Context: an optimization exercise on an open-source flow, tuned for a short achievable clock period and few clock cycles. The choices shown serve that exercise and are no tape-out recipe. Only simulation tests tie the RTL to the original design; equivalence was not proved. Power and IR drop assume default switching activity.

`flow/design.v`:
```
package mipsIsaPkg;
	typedef enum logic [5:0] {
		opSpecial = 6'h00,  
		opJ = 6'h02,
		opJal = 6'h03,
		opBeq = 6'h04,
		opBne = 6'h05,
		opAddiu = 6'h09,
		opOri = 6'h0d,
		opLui = 6'h0f,
		opLw = 6'h23,
		opSw = 6'h2b
	} opcode_t;
	typedef enum logic [5:0] {
		functSll = 6'h00,  
		functJr = 6'h08,
		functAddu = 6'h21,
		functSubu = 6'h23,
		functAnd = 6'h24,
		functOr = 6'h25,
		functSlt = 6'h2a
	} funct_t;
	typedef enum logic [2:0] {
		aluAdd = 3'd0,
		aluSub = 3'd1,
		aluAnd = 3'd2,
		aluOr = 3'd3,
		aluSlt = 3'd4,  
		aluSll = 3'd5,  
		aluLui = 3'd6   
	} aluOp_t;
endpackage
package mipsCorePkg;
	typedef logic [31:0] word_t;
	typedef logic [4:0] regAddr_t;
	localparam regAddr_t linkReg = 5'd31;
	typedef enum logic [1:0] {
		fwdReg = 2'b00,      
		fwdResultW = 2'b01,  
		fwdAluOutM = 2'b10   
	} fwdSel_t;
endpackage
`timescale 1ns/1ps
module alu (
	input mipsCorePkg::word_t a,
	input mipsCorePkg::word_t b,
	input mipsCorePkg::word_t bx,
	input logic cin,
	input mipsCorePkg::regAddr_t shamt,
	input logic opAdd,
	input logic opSub,
	input logic opAnd,
	input logic opOr,
	input logic opSlt,
	input logic opSll,
	output mipsCorePkg::word_t y,
	output logic eq
);
	mipsCorePkg::word_t sum;
	logic lt;
	logic [5:0][31:0] g;
	logic [5:0][31:0] p;
	assign g[0] = (a & bx) | {31'b0, cin & (a[0] | bx[0])};
	assign p[0] = a ^ bx;
	for (genvar l = 0; l < 5; l++) begin : gPrefix
		for (genvar i = 0; i < 32; i++) begin : gBit
			if (i >= (1 << l)) begin : gComb
				assign g[l + 1][i] = g[l][i] | (p[l][i] & g[l][i - (1 << l)]);
				assign p[l + 1][i] = p[l][i] & p[l][i - (1 << l)];
			end else begin : gPass
				assign g[l + 1][i] = g[l][i];
				assign p[l + 1][i] = p[l][i];
			end
		end
	end
	assign sum = (a ^ bx) ^ {g[5][30:0], cin};
	assign lt = (a[31] != b[31]) ? a[31] : sum[31];
	assign eq = (a == b);
	mipsCorePkg::word_t rest;
	assign rest = ({32{opAnd}} & (a & b))
		| ({32{opOr}} & (a | b))
		| ({32{opSll}} & (b << shamt));
	assign y = ({32{opAdd || opSub}} & sum) | {rest[31:1], rest[0] | (opSlt & lt)};
endmodule
`timescale 1ns/1ps
module regFile (
	input logic clk,
	input logic rstN,
	input logic [31:0] rdSelA,
	input logic [31:0] rdSelB,
	output mipsCorePkg::word_t rdDataA,
	output mipsCorePkg::word_t rdDataB,
	input mipsCorePkg::regAddr_t wrAddr,
	input mipsCorePkg::word_t wrData
);
	mipsCorePkg::word_t regs [32];
	logic [31:0] written;
	always_ff @(posedge clk or negedge rstN) begin
		if (!rstN)
			written <= '0;
		else if (wrAddr != '0)
			written[wrAddr] <= 1'b1;
	end
	always_ff @(posedge clk) begin
		if (wrAddr != '0)
			regs[wrAddr] <= wrData;
	end
	always_comb begin
		rdDataA = '0;
		rdDataB = '0;
		for (int i = 1; i < 32; i++) begin
			rdDataA = rdDataA | ({32{rdSelA[i] && written[i]}} & regs[i]);
			rdDataB = rdDataB | ({32{rdSelB[i] && written[i]}} & regs[i]);
		end
	end
endmodule
`timescale 1ns/1ps
module mipsCore #(
	parameter mipsCorePkg::word_t resetPc = '0
) (
	input logic clk,
	input logic rstN,
	output mipsCorePkg::word_t instrAddr,
	input mipsCorePkg::word_t instr,
	output mipsCorePkg::word_t dataAddr,
	output mipsCorePkg::word_t dataWrData,
	output logic dataWrEn,
	input mipsCorePkg::word_t dataRdData
);
	typedef mipsCorePkg::word_t word_t;
	typedef mipsCorePkg::regAddr_t regAddr_t;
	word_t pcF;
	word_t instrD, pcPlus4D;
	word_t linkPred;
	localparam int bhtBits = 5;
	logic [1:0] bht [1 << bhtBits];
	logic [bhtBits - 1:0] bhtIdxD, bhtIdxE;
	logic flipD, backE, bneE, brE;
	logic [31:0] rfSelA, rfSelB;
	word_t srcAE, srcBE, srcBxE, srcCE, altPcE;
	logic cinE;
	regAddr_t shamtE, destE;
	logic opAddE, opSubE, opAndE, opOrE, opSltE, opSllE;
	logic loadE, storeE, ctlE, jrE, xorE;
	word_t aluOutM, storeDataM, memAddrM;
	logic loadFwdCE;
	regAddr_t destM;
	logic loadM, storeM;
	word_t resultW;
	regAddr_t destW;
	logic [5:0] opD, fnD;
	regAddr_t rsD, rtD, rdD;
	logic isR, isAddu, isSubu, isAnd, isOr, isSlt, isSll, isJr;
	logic isAddiu, isOri, isLui, isLw, isSw, isBeq, isBne, isJ, isJal;
	logic useA, useB, predTakenD, stallD, misE;
	logic zeroE, resolveD, takenD;
	regAddr_t destD;
	word_t immD, brTargetD, jTargetD, linkD, rdDataA, rdDataB, regAD, regBD, resultM;
	logic fwdAD, fwdBD;
	assign opD = instrD[31:26];
	assign fnD = instrD[5:0];
	assign rsD = instrD[25:21];
	assign rtD = instrD[20:16];
	assign rdD = instrD[15:11];
	assign isR = (opD == 6'h00);
	assign isSll = isR && fnD == 6'h00;
	assign isJr = isR && fnD == 6'h08;
	assign isAddu = isR && fnD == 6'h21;
	assign isSubu = isR && fnD == 6'h23;
	assign isAnd = isR && fnD == 6'h24;
	assign isOr = isR && fnD == 6'h25;
	assign isSlt = isR && fnD == 6'h2a;
	assign isJ = (opD == 6'h02);
	assign isJal = (opD == 6'h03);
	assign isBeq = (opD == 6'h04);
	assign isBne = (opD == 6'h05);
	assign isAddiu = (opD == 6'h09);
	assign isOri = (opD == 6'h0d);
	assign isLui = (opD == 6'h0f);
	assign isLw = (opD == 6'h23);
	assign isSw = (opD == 6'h2b);
	assign useA = (isAddu || isSubu || isAnd || isOr || isSlt || isJr ||
		isAddiu || isOri || isLw || isSw || isBeq || isBne) && rsD != '0;
	assign useB = (isAddu || isSubu || isAnd || isOr || isSlt || isSll ||
		isSw || isBeq || isBne) && rtD != '0;
	always_comb begin
		destD = '0;
		if (isAddu || isSubu || isAnd || isOr || isSlt || isSll)
			destD = rdD;
		else if (isAddiu || isOri || isLui || isLw)
			destD = rtD;
		else if (isJal)
			destD = 5'd31;
	end
	assign immD = isOri ? {16'b0, instrD[15:0]} : {{16{instrD[15]}}, instrD[15:0]};
	assign brTargetD = pcPlus4D + {{14{instrD[15]}}, instrD[15:0], 2'b00};
	assign jTargetD = {pcPlus4D[31:28], instrD[25:0], 2'b00};
	assign linkD = pcPlus4D + 32'd4;
	assign predTakenD = (isBeq || isBne) && (instrD[15] ^ flipD);
	regFile i_regFile (
		.clk(clk), .rstN(rstN),
		.rdSelA(rfSelA), .rdSelB(rfSelB), .rdDataA(rdDataA), .rdDataB(rdDataB),
		.wrAddr(destW), .wrData(resultW)
	);
	assign resultM = loadM ? dataRdData : aluOutM;
	always_comb begin
		if (destM != '0 && destM == rsD)
			regAD = resultM;
		else if (destW != '0 && destW == rsD)
			regAD = resultW;
		else
			regAD = rdDataA;
		if (destM != '0 && destM == rtD)
			regBD = resultM;
		else if (destW != '0 && destW == rtD)
			regBD = resultW;
		else
			regBD = rdDataB;
	end
	assign fwdAD = useA && rsD == destE;
	assign fwdBD = useB && rtD == destE;
	assign resolveD = (isBeq || isBne) && destE != '0 && !loadE &&
		(opAddE || opSubE || opAndE || opOrE) &&
		((rsD == destE && rtD == '0) || (rtD == destE && rsD == '0));
	assign takenD = zeroE ^ isBne;
	assign stallD = loadE && ((useA && rsD == destE) || (useB && !isSw && rtD == destE));
	word_t pcNextF, pcPlus4F, redirectE, aE, bE, cE, yE;
	assign pcPlus4F = pcF + 32'd4;
	assign redirectE = jrE ? aE : altPcE;
	always_comb begin
		if (misE)
			pcNextF = redirectE;
		else if (stallD)
			pcNextF = pcF;
		else if (isJ || isJal)
			pcNextF = jTargetD;
		else if (isJr)
			pcNextF = linkPred;
		else if (resolveD)
			pcNextF = takenD ? brTargetD : pcPlus4F;
		else if (predTakenD)
			pcNextF = brTargetD;
		else
			pcNextF = pcPlus4F;
	end
	always_ff @(posedge clk or negedge rstN) begin
		if (!rstN) begin
			pcF <= resetPc;
			instrD <= '0;
			flipD <= 1'b0;
			linkPred <= '0;
		end else begin
			pcF <= pcNextF;
			if (!stallD) begin
				instrD <= misE ? '0 : instr;
				flipD <= !misE && bht[pcF[bhtBits + 1:2]][1];
				if (isJal)
					linkPred <= linkD;
			end
		end
	end
	always_ff @(posedge clk) begin
		if (!stallD) begin
			pcPlus4D <= pcPlus4F;
			bhtIdxD <= pcF[bhtBits + 1:2];
			rfSelA <= 32'd1 << instr[25:21];
			rfSelB <= 32'd1 << instr[20:16];
		end
	end
	word_t fetchAddr;
	always_ff @(posedge clk) begin
		fetchAddr <= rstN ? pcNextF : resetPc;
	end
	always_ff @(posedge clk or negedge rstN) begin
		if (!rstN) begin
			destE <= '0;
			{loadE, storeE, ctlE, brE, jrE} <= '0;
		end else if (stallD) begin
			destE <= '0;
			{loadE, storeE, ctlE, brE, jrE} <= '0;
		end else begin
			destE <= destD;
			loadE <= isLw;
			storeE <= isSw;
			ctlE <= ((isBeq || isBne) && !resolveD) || isJr;
			brE <= (isBeq || isBne) && !resolveD;
			jrE <= isJr;
		end
	end
	logic immOpD, subD, fwdAE_D, fwdBE_D;
	word_t luiImmD, otherAD, otherBD, otherBxD;
	assign immOpD = isAddiu || isOri || isLw || isSw;
	assign subD = isSubu || isSlt;
	assign luiImmD = {instrD[15:0], 16'b0};
	assign fwdAE_D = fwdAD && !(isJal || isLui);
	assign fwdBE_D = fwdBD && !(immOpD || isLui || isJal || isJr);
	assign otherAD = isJal ? linkD : (isLui ? '0 : regAD);
	assign otherBD = isJr ? linkPred : (isLui ? luiImmD : (immOpD ? immD : (isJal ? '0 : regBD)));
	assign otherBxD = isLui ? luiImmD : (immOpD ? immD : (isJal ? '0 : (regBD ^ {32{subD}})));
	always_ff @(posedge clk) begin
		srcAE <= fwdAE_D ? yE : otherAD;
		srcBE <= fwdBE_D ? yE : otherBD;
		srcBxE <= fwdBE_D ? (yE ^ {32{subD}}) : otherBxD;
		cinE <= subD;
		srcCE <= fwdBD ? yE : regBD;
		loadFwdCE <= loadE && fwdBD;
		shamtE <= instrD[10:6];
		opAddE <= isAddu || isAddiu || isLw || isSw || isJal;
		opSubE <= isSubu;
		opAndE <= isAnd;
		opOrE <= isOr || isOri || isLui;
		opSltE <= isSlt;
		opSllE <= isSll;
		xorE <= isJr ? 1'b1 : (isBne ^ predTakenD);
		altPcE <= predTakenD ? linkD : brTargetD;
		backE <= instrD[15];
		bneE <= isBne;
		bhtIdxE <= bhtIdxD;
	end
	logic eqE;
	assign aE = srcAE;
	assign bE = srcBE;
	assign cE = srcCE;
	alu i_alu (
		.a(aE), .b(bE), .bx(srcBxE), .cin(cinE), .shamt(shamtE),
		.opAdd(opAddE), .opSub(opSubE), .opAnd(opAndE), .opOr(opOrE),
		.opSlt(opSltE), .opSll(opSllE),
		.y(yE), .eq(eqE)
	);
	assign misE = ctlE && (eqE ^ xorE);
	logic bhtUpdM, bhtDisagreeM;
	logic [bhtBits - 1:0] bhtIdxM;
	always_ff @(posedge clk or negedge rstN) begin
		if (!rstN)
			bhtUpdM <= 1'b0;
		else
			bhtUpdM <= brE;
	end
	always_ff @(posedge clk) begin
		bhtDisagreeM <= (eqE ^ bneE) != backE;
		bhtIdxM <= bhtIdxE;
	end
	always_ff @(posedge clk or negedge rstN) begin
		if (!rstN) begin
			for (int i = 0; i < (1 << bhtBits); i++)
				bht[i] <= 2'd1;
		end else if (bhtUpdM) begin
			if (bhtDisagreeM) begin
				if (bht[bhtIdxM] != 2'd3)
					bht[bhtIdxM] <= bht[bhtIdxM] + 2'd1;
			end else begin
				if (bht[bhtIdxM] != 2'd0)
					bht[bhtIdxM] <= bht[bhtIdxM] - 2'd1;
			end
		end
	end
	word_t zAddX;
	assign zAddX = (aE ^ srcBxE) ^ {aE[30:0] | srcBxE[30:0], 1'b0};
	always_comb begin
		if (opAddE)
			zeroE = (zAddX == '0);
		else if (opSubE)
			zeroE = eqE;
		else if (opOrE)
			zeroE = ((aE | bE) == '0);
		else
			zeroE = ((aE & bE) == '0);
	end
	always_ff @(posedge clk or negedge rstN) begin
		if (!rstN) begin
			{destM, loadM, storeM} <= '0;
			destW <= '0;
		end else begin
			{destM, loadM, storeM} <= {destE, loadE, storeE};
			destW <= destM;
		end
	end
	always_ff @(posedge clk) begin
		memAddrM <= yE;
	end
	always_ff @(posedge clk or negedge rstN) begin
		if (!rstN)
			aluOutM <= '0;
		else
			aluOutM <= yE;
	end
	always_ff @(posedge clk) begin
		storeDataM <= loadFwdCE ? dataRdData : cE;
		resultW <= resultM;
	end
	assign instrAddr = fetchAddr;
	assign dataAddr = memAddrM;
	assign dataWrData = storeDataM;
	assign dataWrEn = storeM;
endmodule
```
`flow/flow/run.sh`:
```
#!/bin/bash
# The standard layout (the standard.sh, unchanged synthesis), with the
# timing repair steps aiming for extra setup slack so that the achieved
# period is pushed below the design's period. The SDC is not changed.
set -o pipefail
export SETUP_SLACK_MARGIN=$(cat flow/setup_margin.txt)
cp standard.sh standard.sh.log
bash standard.sh > standard_run.log 2>&1
```
`flow/flow/setup_margin.txt`:
```
7.6
```
`flow/standard.sh`:
```
#!/bin/bash
# synth_recipe.tcl (not shown) runs the flow's synth.tcl, then flattens the netlist and writes it again
# the make line also repeats each setting of config.mk as NAME=value (left out here)
make -C /OpenROAD-flow-scripts/flow DESIGN_CONFIG=/design/flow/config.mk WORK_HOME=/design/flow/orfs CLKGATE_MAP_FILE= SYNTH_SCRIPT=/design/flow/synth_recipe.tcl "${@:-finish}"
```
`flow/config.mk`:
```
export PLATFORM = sky130hd
export DESIGN_NAME = mipsCore
export DESIGN_NICKNAME = mipsCore
export VERILOG_FILES = /design/flow/design.v
export SDC_FILE = /design/flow/constraint.sdc
export NUM_CORES = 4
export LEC_CHECK = 0
export CAP_MARGIN = 20
export CORE_MARGIN = 2
export CORE_UTILIZATION = 50
export CTS_CLUSTER_DIAMETER = 80
export CTS_CLUSTER_SIZE = 25
export PLACE_DENSITY = 0.65
export SLEW_MARGIN = 20
```
`flow/constraint.sdc`:
```
create_clock -name core_clock -period 11.0 [get_ports {clk}]
set_input_delay 2.2000 -clock core_clock [delete_from_list [all_inputs] [get_ports {clk}]]
set_output_delay 2.2000 -clock core_clock [all_outputs]
set_load 0.01 [all_outputs]
```
==> results.toml, run 1 <==
[layout]
final-seq-area_um2 = 45600
largest_register = "i_regFile.regs"
largest_register_ffs = 992
nNetsFinal = 6895
nFillCells = 12550
reg.largest.list = "i_regFile.regs x992, bht x64"
post-route-util_pct = 58.4
syn2layout_area_growth_pct = 16.3
drive_gt1_share_pct = 21.6
multiInputGateArea_um2 = 32200
finalNonFillerCells = 8797

[timing]
worstMarginPinSlew_ns = 1.23
skew_ns = 0.0717
slew_headroom_pct = 15.9
finalHoldViolations = 0
setup_slack_ns = 7.41
min_period_over_period_pct = 32.6
fmax_mhz = 279
maxSlewViolCount = 0
setup_tns_ns = 0
setup_viol = 0
rsz0062_at_grt = "true"
period_minus_slack_ns = 3.59

[synth]
netlist_instances = 6498
synth_area_leader_cell = "edfxtp_1"
synth_flop_cell = "edfxtp_1"
synth-edff-count = 1091
synth_seq_cells = 1653
yosysMostFrequentCell = "edfxtp_1"
yosysTopAreaCellShare_pct = 42.5
synthTopCellsByArea = "edfxtp_1 42%, dfxtp_1 8.2%, dfrtp_1 7.0%"
ys_seq_area_share_pct = 58.7
syn_area_um2 = 77100
avgSynthCellArea_um2 = 11.9
ys_types = 103
synth_nets = 6733
postSynth.asyncResetShare_pct = 14.9
synth_common_cells = "1091 x edfxtp_1, 464 x a22oi_1, 455 x nand2_1"
yosysWarningCount = 3

[floorplanning]
ios = 163
rows = 144
die_area_um2 = 157000
initial_core_util_pct = 50.2
dieWidth_um = 397
coreArea_um2 = 154000
die_y_um = 397

[critical_path]
crit_chain = "and2_4, buf_4, a22oi_1, nand2_1, and4b_1, and3_1, o31a_1, xnor2_1, o21ai_2, o211ai_1, o21ai_2"
slowest_stage = "buf_4"
setup.worst_path.class = "register to register"
crit_cells = 11
crit_path_start_kind = "register"
cp.arrival_ns = 4.17
worstSetupEndpointType = "register"
required_ns = 11.58
reg2regPathDepth = 11
path_buf_inv = 1
slowest_delay_ns = 0.57
crit_family = "simple AND/OR/NAND/NOR gates"
worst-path-max-fanout = 18
path_common_cell = "o21ai_2"

[outcome]
status = "finished clean"

[clock_network]
cts-root-buf = "clkbuf_16"
cts_tree = "yes"
postCtsHoldBufs = 0
cts_buffers = 95
cts.clk_slew.worst_paths_ns = 0.09
cts_sinks = 1653
cts_max_path_buffers = 3
htreeDepth = 3
clock_latency_ns = 0.79

[routing]
drt_iter0_markers = 12582
ant_nets = 0
dr.pass1.iters = 10
via_per_inst = 7.61
num_vias = 66924
drc = 0
wl_per_cell_um = 42.8
drt_wl_total_um = 377000

[global_routing]
antenna_found_initial = 23
grt_pass1_vias = 62110
grt_pass1_wl_um = 507000
overflow = 0
grt_max_degree = 88
gr-usage-all-layers_pct = 46.4

[place]
dp_slack_ns = 5.74
place.gp.congestion = 1.02
dp.cells = 8404
hpwlAfterDp_um = 229000
port-buffer-count = 162

[worst_hold_path]
worstHoldPathType = "register to register"
worstHoldPathCells = 0

[power]
powerDensity_nw_per_um2 = 171
max-vdd-ir-drop_uv = 164
power.leakage_nw = 33.3

[job]
maxCapViolCount = 0
-- routing by layer --
layer | vias to the layer above | wire length (µm) | track usage, %
met4 | 24 | 39900 | 36.3
met5 | - | 341 | 0.708
met2 | 6796 | 155000 | 66.4
li1 | 25634 | - | -
met1 | 32263 | 125000 | 56.6
met3 | 2207 | 56800 | 17.1
-- report_power, final --
part           internal [mW]  leakage [nW]  switching (mW)
registers               7.04          16.5           0.644
logic                   1.28          15.1            2.08
clock network           1.89          1.63            2.36
-- cells in the final DEF, fill, tap and decap left out, types with 184 or more instances in the layout --
| cell | synthesis | routed |
|---|---|---|
| a221oi_1 | 259 | 252 |
| dfxtp_1 | 315 | 191 |
| nor2_1 | 336 | 296 |
| nand2_1 | 455 | 448 |
| dfrtp_1 | 215 | 186 |
| a22oi_1 | 464 | 463 |
| nand3_1 | 214 | 208 |
| edfxtp_1 | 1091 | 1091 |
| a21oi_1 | 231 | 184 |
| buf_4 | 3 | 276 |
| a22o_1 | 246 | 246 |
-- what timing repair did --
action	in CTS	in global routing
cloned	15	2
resized for setup	936	349
buffers inserted	89	97
pin swaps	67	105
setup endpoints to repair	813	458
-- final cells by class --
type	count	share of cell area, %
multi-input cells	4194	35.9
well taps	2044	2.85
diodes	16	0.0447
clock inverters	53	0.825
inverters	177	0.800
repair inverters	2	0.0195
clock buffers	121	2.91
flip-flops and latches	1653	50.8
repair buffers	537	5.76
-- cell families (layout without fill, tap and decap cells) --
group	after synthesis	in the layout	synth area share, %
adder cells (fa/ha/maj)	169	169	2.77
buffers and inverters	655	890	3.30
other	0	16	0
AO/OA/AOI/OAI	1906	1907	18.5
AND/OR/NAND/NOR	1651	1654	10.5
multiplexers	231	231	3.54
XOR/XNOR	233	233	2.65
flip-flops	1653	1653	58.7
-- through the flow --
stage | hold slack [ns] | area, µm² | total power [mW]
2_1_floorplan | 0.310 | 77100 | 9.05
3_3_place_gp | 0.311 | 81200 | 10.4
3_5_place_dp | 0.314 | 81200 | 10.4
4_1_cts | 0.332 | 87400 | 14.8
5_1_grt | 0.340 | 89600 | 15.6
6_report | 0.329 | 89600 | 15.3
-- worst register-to-register path, stage by stage (launching register included) --
cell and delay (ns):
dfrtp_1 0.49, and2_4 0.48, buf_4 0.59, a22oi_1 0.18, nand2_1 0.13, and4b_1 0.19, and3_1 0.22, o31a_1 0.32
xnor2_1 0.26, o21ai_2 0.12, o211ai_1 0.25, o21ai_2 0.18
-- worst paths after layout --
path	from	end	slack, ns
worst min register to register	bhtIdxE[1]	bhtIdxM[1]	0.33
worst min-delay path	bhtIdxE[1]	bhtIdxM[1]	0.33
min in group asynchronous	rstN	aluOutM[31]	1.42
worst max-delay path	i_regFile.written[8]	srcBxE[17]	7.41
max in group asynchronous	rstN	instrD[6]	8.11
worst max register to register	i_regFile.written[8]	srcBxE[17]	7.41
Testbench counts, summed over its fixed seeds: cycles 49,118.
==> inputs of run 2 (changes only) <==
--- a/flow/config.mk
+++ b/flow/config.mk
@@ -9,6 +9,6 @@
 export CORE_MARGIN = 2
-export CORE_UTILIZATION = 50
+export CORE_UTILIZATION = 40
 export CTS_CLUSTER_DIAMETER = 80
 export CTS_CLUSTER_SIZE = 25
-export PLACE_DENSITY = 0.65
+export PLACE_DENSITY = 0.55
 export SLEW_MARGIN = 20
==> run 2 against run 1 <==
Net effect:
- die area rose by 25%
- register-to-register slack got worse by 0.11 ns
- critical path depth rose by 1
- worst hold slack got worse by 0.0043 ns
- largest cell class unchanged
- largest power group unchanged
==> results.toml, run 2 <==
[timing]
slew_headroom_pct = 16.3
skew_ns = 0.0739
maxSlewViolCount = 0
fmax_mhz = 270
rsz0062_at_grt = "true"
period_minus_slack_ns = 3.70
setup_viol = 0
setup_tns_ns = 0
worstMarginPinSlew_ns = 1.26
setup_slack_ns = 7.30
min_period_over_period_pct = 33.7
finalHoldViolations = 0

[layout]
nNetsFinal = 6919
nFillCells = 17202
fin_area_um2 = 90500
finalNonFillerCells = 9299
drive_gt1_share_pct = 21.3
final_cell_mix = "1091 x edfxtp_1, 463 x a22oi_1, 445 x nand2_1, 301 x nor2_1, 288 x buf_4"
final_common_cell = "edfxtp_1"
syn2layout_area_growth_pct = 17.3
largest_register = "i_regFile.regs"
largest_register_ffs = 992
reg.largest.list = "i_regFile.regs x992, bht x64"

[clock_network]
cts_tree = "yes"
cts_sinks = 1653
clock_latency_ns = 0.84
postCtsHoldBufs = 0
cts-root-buf = "clkbuf_16"
cts_max_path_buffers = 3
htreeDepth = 3
cts.clk_slew.worst_paths_ns = 0.11
cts_buffers = 101

[synth]
yosysMostFrequentCell = "edfxtp_1"
postSynth.asyncResetShare_pct = 14.9
synth_common_cells = "1091 x edfxtp_1, 464 x a22oi_1, 455 x nand2_1"
synth_seq_cells = 1653
synthTopCellsByArea = "edfxtp_1 42%, dfxtp_1 8.2%, dfrtp_1 7.0%"
yosysWarningCount = 3
ys_seq_area_share_pct = 58.7
synth_area_leader_cell = "edfxtp_1"
yosysTopAreaCellShare_pct = 42.5
synth_flop_cell = "edfxtp_1"
netlist_instances = 6498
synth-edff-count = 1091
syn_area_um2 = 77100
avgSynthCellArea_um2 = 11.9
ys_types = 103
synth_nets = 6733

[floorplanning]
die_y_um = 443
die_area_um2 = 196000
ios = 163
rows = 161
initial_core_util_pct = 40.2
coreArea_um2 = 192000
dieWidth_um = 443

[place]
place.gp.congestion = 1.02
dp.cells = 8912
placed_area_um2 = 82000
port-buffer-count = 162
dp_slack_ns = 6.17
hpwlAfterDp_um = 240000

[critical_path]
setup.worst_path.class = "register to register"
crit_path_start_kind = "register"
cp.arrival_ns = 4.37
worst-path-max-fanout = 5
required_ns = 11.67
worstSetupEndpointType = "register"

[routing]
drt_wl_total_um = 390000
drc = 0
ant_nets = 0
via_per_inst = 7.08
wl_per_cell_um = 42.0
drt_iter0_markers = 12290
num_vias = 65815
dr.pass1.iters = 9

[global_routing]
grtUsageMet2_pct = 57.2
grt_use_met3_pct = 12.0
grt_pass1_vias = 62119
busiest_layer = "met2"
grt_max_degree = 83
antenna_found_initial = 12
grt_pass1_wl_um = 523000
gr-usage-all-layers_pct = 38.3
overflow = 0
groute.layer.met1.usage_pct = 46.3

[power]
p_seq_share_pct = 50.2
power.leakage_nw = 33.4
switching_share_pct = 32.9
p_total_mw = 15.2
p_int_mw = 10.2
max-vdd-ir-drop_uv = 123
combPwrFrac_pct = 20.5
p_switching_mw = 5.01
powerDensity_nw_per_um2 = 168
power.share.clock_pct = 29.3

[worst_hold_path]
worstHoldPathType = "register to register"

[outcome]
status = "finished clean"

[job]
maxCapViolCount = 0
-- run 2: cell counts after synthesis --
Identical to the previous run, type by type.
-- run 2: power by group through the flow --
stage          combinational, mW  sequential (mW)  clock [mW]
2_1_floorplan               1.64             7.41           0
3_3_place_gp                2.55             7.74           0
3_5_place_dp                2.55             7.74           0
4_1_cts                     2.86             7.62        4.46
5_1_grt                     3.29             7.66        4.68
6_report                    3.13             7.65        4.46
-- run 2: cell families (layout without fill, tap and decap cells) --
kind of cell	after synthesis	in the layout	synth area share, %
fa+ha+maj	169	169	2.77
buf+inv	655	916	3.30
flops	1653	1653	58.7
compound gates	1906	1906	18.5
simple gates	1651	1654	10.5
mux	231	231	3.54
other cells	0	11	0
xor+xnor	233	233	2.65
-- run 2: worst paths after layout --
check | start | endpoint | slack (ns) | cells past startpoint
setup / recovery | srcAE[13] | fetchAddr[21] | 7.30 | 12
hold / removal | bhtIdxE[3] | bhtIdxM[3] | 0.32 | 0
setup reg to reg | srcAE[13] | fetchAddr[21] | 7.30 | 12
hold reg to reg | bhtIdxE[3] | bhtIdxM[3] | 0.32 | 0
max in group asynchronous | rstN | bht[30][1] | 8.29 | 2
min in group asynchronous | rstN | linkPred[2] | 1.31 | 1
-- run 2: timing repair --
action / in CTS / in global routing
cloned: 11 / 6
pin swaps: 80 / 74
gates resized for setup: 1007 / 242
setup endpoints to repair: 663 / 317
buffers inserted: 99 / 79
-- run 2: critical path, cell delays in order (launching register included) --
cell	delay, ns
dfxtp_4	0.47
inv_4	0.07
ha_4	0.29
xor2_2	0.18
nand4_1	0.34
nor4_4	0.43
nand3_2	0.18
a21o_4	0.29
a31oi_4	0.28
buf_12	0.17
mux2_4	0.30
a221o_1	0.35
and2_1	0.17
-- run 2: layout make-up --
| type | count | area, µm² | area share, % |
|---|---|---|---|
| clock buffers | 112 | 2630 | 2.91 |
| repair buffers | 557 | 5460 | 6.04 |
| repair inverters | 1 | 8.76 | 0.00968 |
| multi-input cells | 4193 | 32000 | 35.4 |
| flip-flops and latches | 1653 | 45600 | 50.4 |
| clock inverters | 69 | 915 | 1.01 |
| diodes | 11 | 27.5 | 0.0304 |
| well taps | 2526 | 3160 | 3.49 |
| inverters | 177 | 694 | 0.768 |
-- run 2: per-stage QoR --
step                util (%)  hold WS [ns]
finish                  47.1         0.325
global route            47.1         0.330
CTS                     46.2         0.327
detailed placement      42.7         0.315
global placement        42.7         0.313
floorplan                  -         0.310
-- run 2: metal layers --
metal  wire length [µm]  vias to the layer above
met2             166000                     5816
li1                   -                    25664
met5                113                        -
met3              51700                     1787
met1             134000                    32538
met4              38800                       10
==> inputs of run 3 (changes only) <==
--- a/flow/design.v
+++ b/flow/design.v
@@ -88,4 +88,4 @@
 	input logic rstN,
-	input logic [31:0] rdSelA,
-	input logic [31:0] rdSelB,
+	input mipsCorePkg::regAddr_t rdAddrA,
+	input mipsCorePkg::regAddr_t rdAddrB,
 	output mipsCorePkg::word_t rdDataA,
@@ -107,10 +107,4 @@
 	end
-	always_comb begin
-		rdDataA = '0;
-		rdDataB = '0;
-		for (int i = 1; i < 32; i++) begin
-			rdDataA = rdDataA | ({32{rdSelA[i] && written[i]}} & regs[i]);
-			rdDataB = rdDataB | ({32{rdSelB[i] && written[i]}} & regs[i]);
-		end
-	end
+	assign rdDataA = written[rdAddrA] ? regs[rdAddrA] : '0;
+	assign rdDataB = written[rdAddrB] ? regs[rdAddrB] : '0;
 endmodule
@@ -138,3 +132,2 @@
 	logic flipD, backE, bneE, brE;
-	logic [31:0] rfSelA, rfSelB;
 	word_t srcAE, srcBE, srcBxE, srcCE, altPcE;
@@ -155,3 +148,2 @@
 	logic useA, useB, predTakenD, stallD, misE;
-	logic zeroE, resolveD, takenD;
 	regAddr_t destD;
@@ -201,3 +193,3 @@
 		.clk(clk), .rstN(rstN),
-		.rdSelA(rfSelA), .rdSelB(rfSelB), .rdDataA(rdDataA), .rdDataB(rdDataB),
+		.rdAddrA(rsD), .rdAddrB(rtD), .rdDataA(rdDataA), .rdDataB(rdDataB),
 		.wrAddr(destW), .wrData(resultW)
@@ -221,6 +213,2 @@
 	assign fwdBD = useB && rtD == destE;
-	assign resolveD = (isBeq || isBne) && destE != '0 && !loadE &&
-		(opAddE || opSubE || opAndE || opOrE) &&
-		((rsD == destE && rtD == '0) || (rtD == destE && rsD == '0));
-	assign takenD = zeroE ^ isBne;
 	assign stallD = loadE && ((useA && rsD == destE) || (useB && !isSw && rtD == destE));
@@ -238,4 +226,2 @@
 			pcNextF = linkPred;
-		else if (resolveD)
-			pcNextF = takenD ? brTargetD : pcPlus4F;
 		else if (predTakenD)
@@ -265,4 +251,2 @@
 			bhtIdxD <= pcF[bhtBits + 1:2];
-			rfSelA <= 32'd1 << instr[25:21];
-			rfSelB <= 32'd1 << instr[20:16];
 		end
@@ -284,4 +268,4 @@
 			storeE <= isSw;
-			ctlE <= ((isBeq || isBne) && !resolveD) || isJr;
-			brE <= (isBeq || isBne) && !resolveD;
+			ctlE <= isBeq || isBne || isJr;
+			brE <= isBeq || isBne;
 			jrE <= isJr;
@@ -356,14 +340,2 @@
 	end
-	word_t zAddX;
-	assign zAddX = (aE ^ srcBxE) ^ {aE[30:0] | srcBxE[30:0], 1'b0};
-	always_comb begin
-		if (opAddE)
-			zeroE = (zAddX == '0);
-		else if (opSubE)
-			zeroE = eqE;
-		else if (opOrE)
-			zeroE = ((aE | bE) == '0);
-		else
-			zeroE = ((aE & bE) == '0);
-	end
 	always_ff @(posedge clk or negedge rstN) begin
--- a/flow/config.mk
+++ b/flow/config.mk
@@ -9,6 +9,4 @@
 export CORE_MARGIN = 2
-export CORE_UTILIZATION = 40
-export CTS_CLUSTER_DIAMETER = 80
-export CTS_CLUSTER_SIZE = 25
-export PLACE_DENSITY = 0.55
+export CORE_UTILIZATION = 50
+export PLACE_DENSITY = 0.65
 export SLEW_MARGIN = 20
==> run 3 against run 2 <==
Net effect:
- still clean
- sequential power fell by 0.9%
- combinational power grew 12%
- first-iteration DRC count fell by 27%
- maximum frequency is 2.6% higher
- critical endpoint is now fetchAddr[4]
- largest cell class unchanged
- highest routed layer unchanged
==> results.toml, run 3 <==
[outcome]
status = "finished clean"

[layout]
final_common_cell = "edfxtp_1"
drive_gt1_share_pct = 32.0
syn2layout_area_growth_pct = 17.5
final_cell_mix = "1061 x edfxtp_1, 608 x mux4_2, 357 x nand2_1, 215 x buf_4, 206 x nor2_1"
largest_register = "i_regFile.regs"
largest_register_ffs = 1024
nNetsFinal = 6162
finalNonFillerCells = 8271
nFillCells = 12192
reg.largest.list = "i_regFile.regs x1024, bht x64"

[synth]
synth_nets = 5895
avgSynthCellArea_um2 = 14.2
synth-edff-count = 1061
postSynth.asyncResetShare_pct = 15.3
synth_flop_cell = "edfxtp_1"
ys_types = 101
netlist_instances = 5691
yosysWarningCount = 3
yosysTopAreaCellShare_pct = 39.4
ys_seq_area_share_pct = 55.0
synth_area_leader_cell = "edfxtp_1"
syn_area_um2 = 80800
yosysMostFrequentCell = "edfxtp_1"
synthTopCellsByArea = "edfxtp_1 39%, mux4_2 17%, dfxtp_1 7.8%"
synth_seq_cells = 1624
synth_common_cells = "1061 x edfxtp_1, 608 x mux4_2, 366 x nand2_1"

[timing]
maxSlewViolCount = 0
period_minus_slack_ns = 3.61
skew_ns = 0.0437
setup_tns_ns = 0
slew_headroom_pct = 25.4
finalHoldViolations = 0
worstMarginPinSlew_ns = 1.12
fmax_mhz = 277
setup_viol = 0
timing.hold.ws_ns = 0.327
min_period_over_period_pct = 32.8
rsz0062_at_grt = "true"

[floorplanning]
initial_core_util_pct = 50.3
die_area_um2 = 165000
rows = 147
die_y_um = 406
coreArea_um2 = 161000
dieWidth_um = 406
ios = 163

[global_routing]
overflow = 0
antenna_found_initial = 10
grt_pass1_wl_um = 410000
grt_pass1_vias = 55843
gr-usage-all-layers_pct = 35.0
grt_max_degree = 76

[critical_path]
crit_cells = 11
slowest_delay_ns = 0.57
path_common_cell = "buf_4"
crit_family = "simple AND/OR/NAND/NOR gates"
reg2regPathDepth = 11
worstSetupEndpointType = "register"
cp.arrival_ns = 4.42
path_buf_inv = 2
required_ns = 11.81
crit_path_start_kind = "register"
worst-path-max-fanout = 42
setup.worst_path.class = "register to register"
crit_chain = "nor4_4, buf_4, nand2_1, or2_2, buf_4, nor2_1, a211oi_1, o311ai_0, o211ai_1, o21ai_0, and2_1"
slowest_stage = "o311ai_0"

[worst_hold_path]
worstHoldPathType = "register to register"
worstHoldPathCells = 0

[routing]
drt_wl_total_um = 294000
num_vias = 57355
ant_nets = 0
drt_iter0_markers = 8943
drc = 0
wl_per_cell_um = 35.6
via_per_inst = 6.93
dr.pass1.iters = 8

[clock_network]
clock_latency_ns = 0.87
cts-root-buf = "clkbuf_16"
cts_max_path_buffers = 3
cts_sinks = 1624
cts_buffers = 172
htreeDepth = 4
cts_tree = "yes"
cts.clk_slew.worst_paths_ns = 0.06

[place]
dp.cells = 7760
hpwlAfterDp_um = 178000
place.gp.congestion = 1.02
port-buffer-count = 162

[power]
powerDensity_nw_per_um2 = 179
power.leakage_nw = 34.2
max-vdd-ir-drop_uv = 155

[job]
maxCapViolCount = 0
==> run 3: cell count changes after synthesis, moves of 86 or more <==
cell	before	now
nand2_1	455	366
a22oi_1	464	60
nand4_1	149	23
nand3_1	214	117
a221oi_1	259	68
clkbuf_1	360	209
a22o_1	246	40
mux2i_1	94	180
mux4_2	22	608
==> run 3: area by class of cell <==
type | instances | area (µm²) | area share [%]
Timing Repair inverter | 3 | 18.8 | 0.0198
Antenna cell | 7 | 17.5 | 0.0185
Clock buffer | 206 | 4600 | 4.84
Inverter | 169 | 677 | 0.713
Multi-Input combinational cell | 3491 | 35400 | 37.3
Sequential cell | 1624 | 44700 | 47.1
Tap cell | 2160 | 2700 | 2.85
Clock inverter | 114 | 1130 | 1.19
Timing Repair Buffer | 497 | 5640 | 5.94
==> run 3: per-stage QoR <==
stage          instance area [µm²]  util, %  power [mW]  setup slack [ns]
6_report                     94900     59.1        17.0              7.39
5_1_grt                      94900     59.1        17.5              7.40
4_1_cts                      93100     58.0        16.7              7.40
3_5_place_dp                 84500     52.6        10.6              5.24
3_3_place_gp                 84500     52.6        10.6              5.11
2_1_floorplan                80800        -        9.42              7.44
==> run 3: cell families after synthesis <==
family | count (synthesis) | synth area share [%]
compound gates | 1086 | 9.20
xor+xnor | 199 | 2.16
fa+ha+maj | 138 | 2.17
buf+inv | 578 | 3.48
flops | 1624 | 55.0
mux | 928 | 21.2
simple gates | 1138 | 6.76
==> run 3: path summary, 6_finish.rpt <==
path / startpoint / endpoint / slack [ns]
setup / recovery: instrD[27] / fetchAddr[4] / 7.39
hold / removal: bhtIdxE[4] / bhtIdxM[4] / 0.33
setup reg to reg: instrD[27] / fetchAddr[4] / 7.39
hold reg to reg: bhtIdxE[4] / bhtIdxM[4] / 0.33
max in group asynchronous: rstN / aluOutM[13] / 7.95
min in group asynchronous: rstN / instrD[22] / 1.26
==> run 3: power breakdown <==
group	switching [mW]	leakage, nW	internal, mW
clock	2.60	2.82	3.35
combinational	2.03	15.9	1.47
sequential	0.590	15.5	6.99
total	5.22	34.2	11.8
==> run 3: routing by layer <==
layer,vias up,routed length (µm),GRT usage (%)
li1,22974,-,-
met1,29273,104000,45.5
met5,-,46,0
met3,924,35600,8.81
met4,8,19600,19.2
met2,4176,135000,54.2
==> run 3: repair_timing <==
item	in CTS	in global routing
setup endpoints to repair	1237	446
pin swaps	42	47
hold buffers	0	0
buffers inserted	94	56
gates resized for setup	827	241
gates cloned	19	15
Testbench counts of run 3, summed over its fixed seeds: cycles 49,692.

-- separate check: timing with driven ports --
Ports are ideal in the flow. The routed layouts listed here were re-timed in OpenROAD.
Step 1 assumes that a clkbuf_16 drives the clock port and a buf_2 every other input.
Step 2 adds t to the input delays and takes it off the output delays; t is the mean of the earliest and latest rising clock arrival at the registers after step 1. Input paths then give back, and output paths get back, about the clock's delay inside the block.
Slacks: ideal / step 1 / step 2; pairs: ideal / step 1.
| run | t, ns | slack for setup (ns) | worst setup path after step 2 | pins driven straight from the clock port |
|---|---|---|---|---|
| run 1 | 0.840 | 7.413 / 7.413 / 6.744 | input to register | 1 |
| run 2 | 0.889 | 7.298 / 7.298 / 6.837 | input to register | 1 |
| run 3 | 0.943 | 7.393 / 7.333 / 6.791 | input to register | 1 |
After both steps setup and hold are still met in every run listed. For run 1, which loses most, drivers alone change the setup slack by 0.000 ns; drivers and shift together by -0.669 ns.
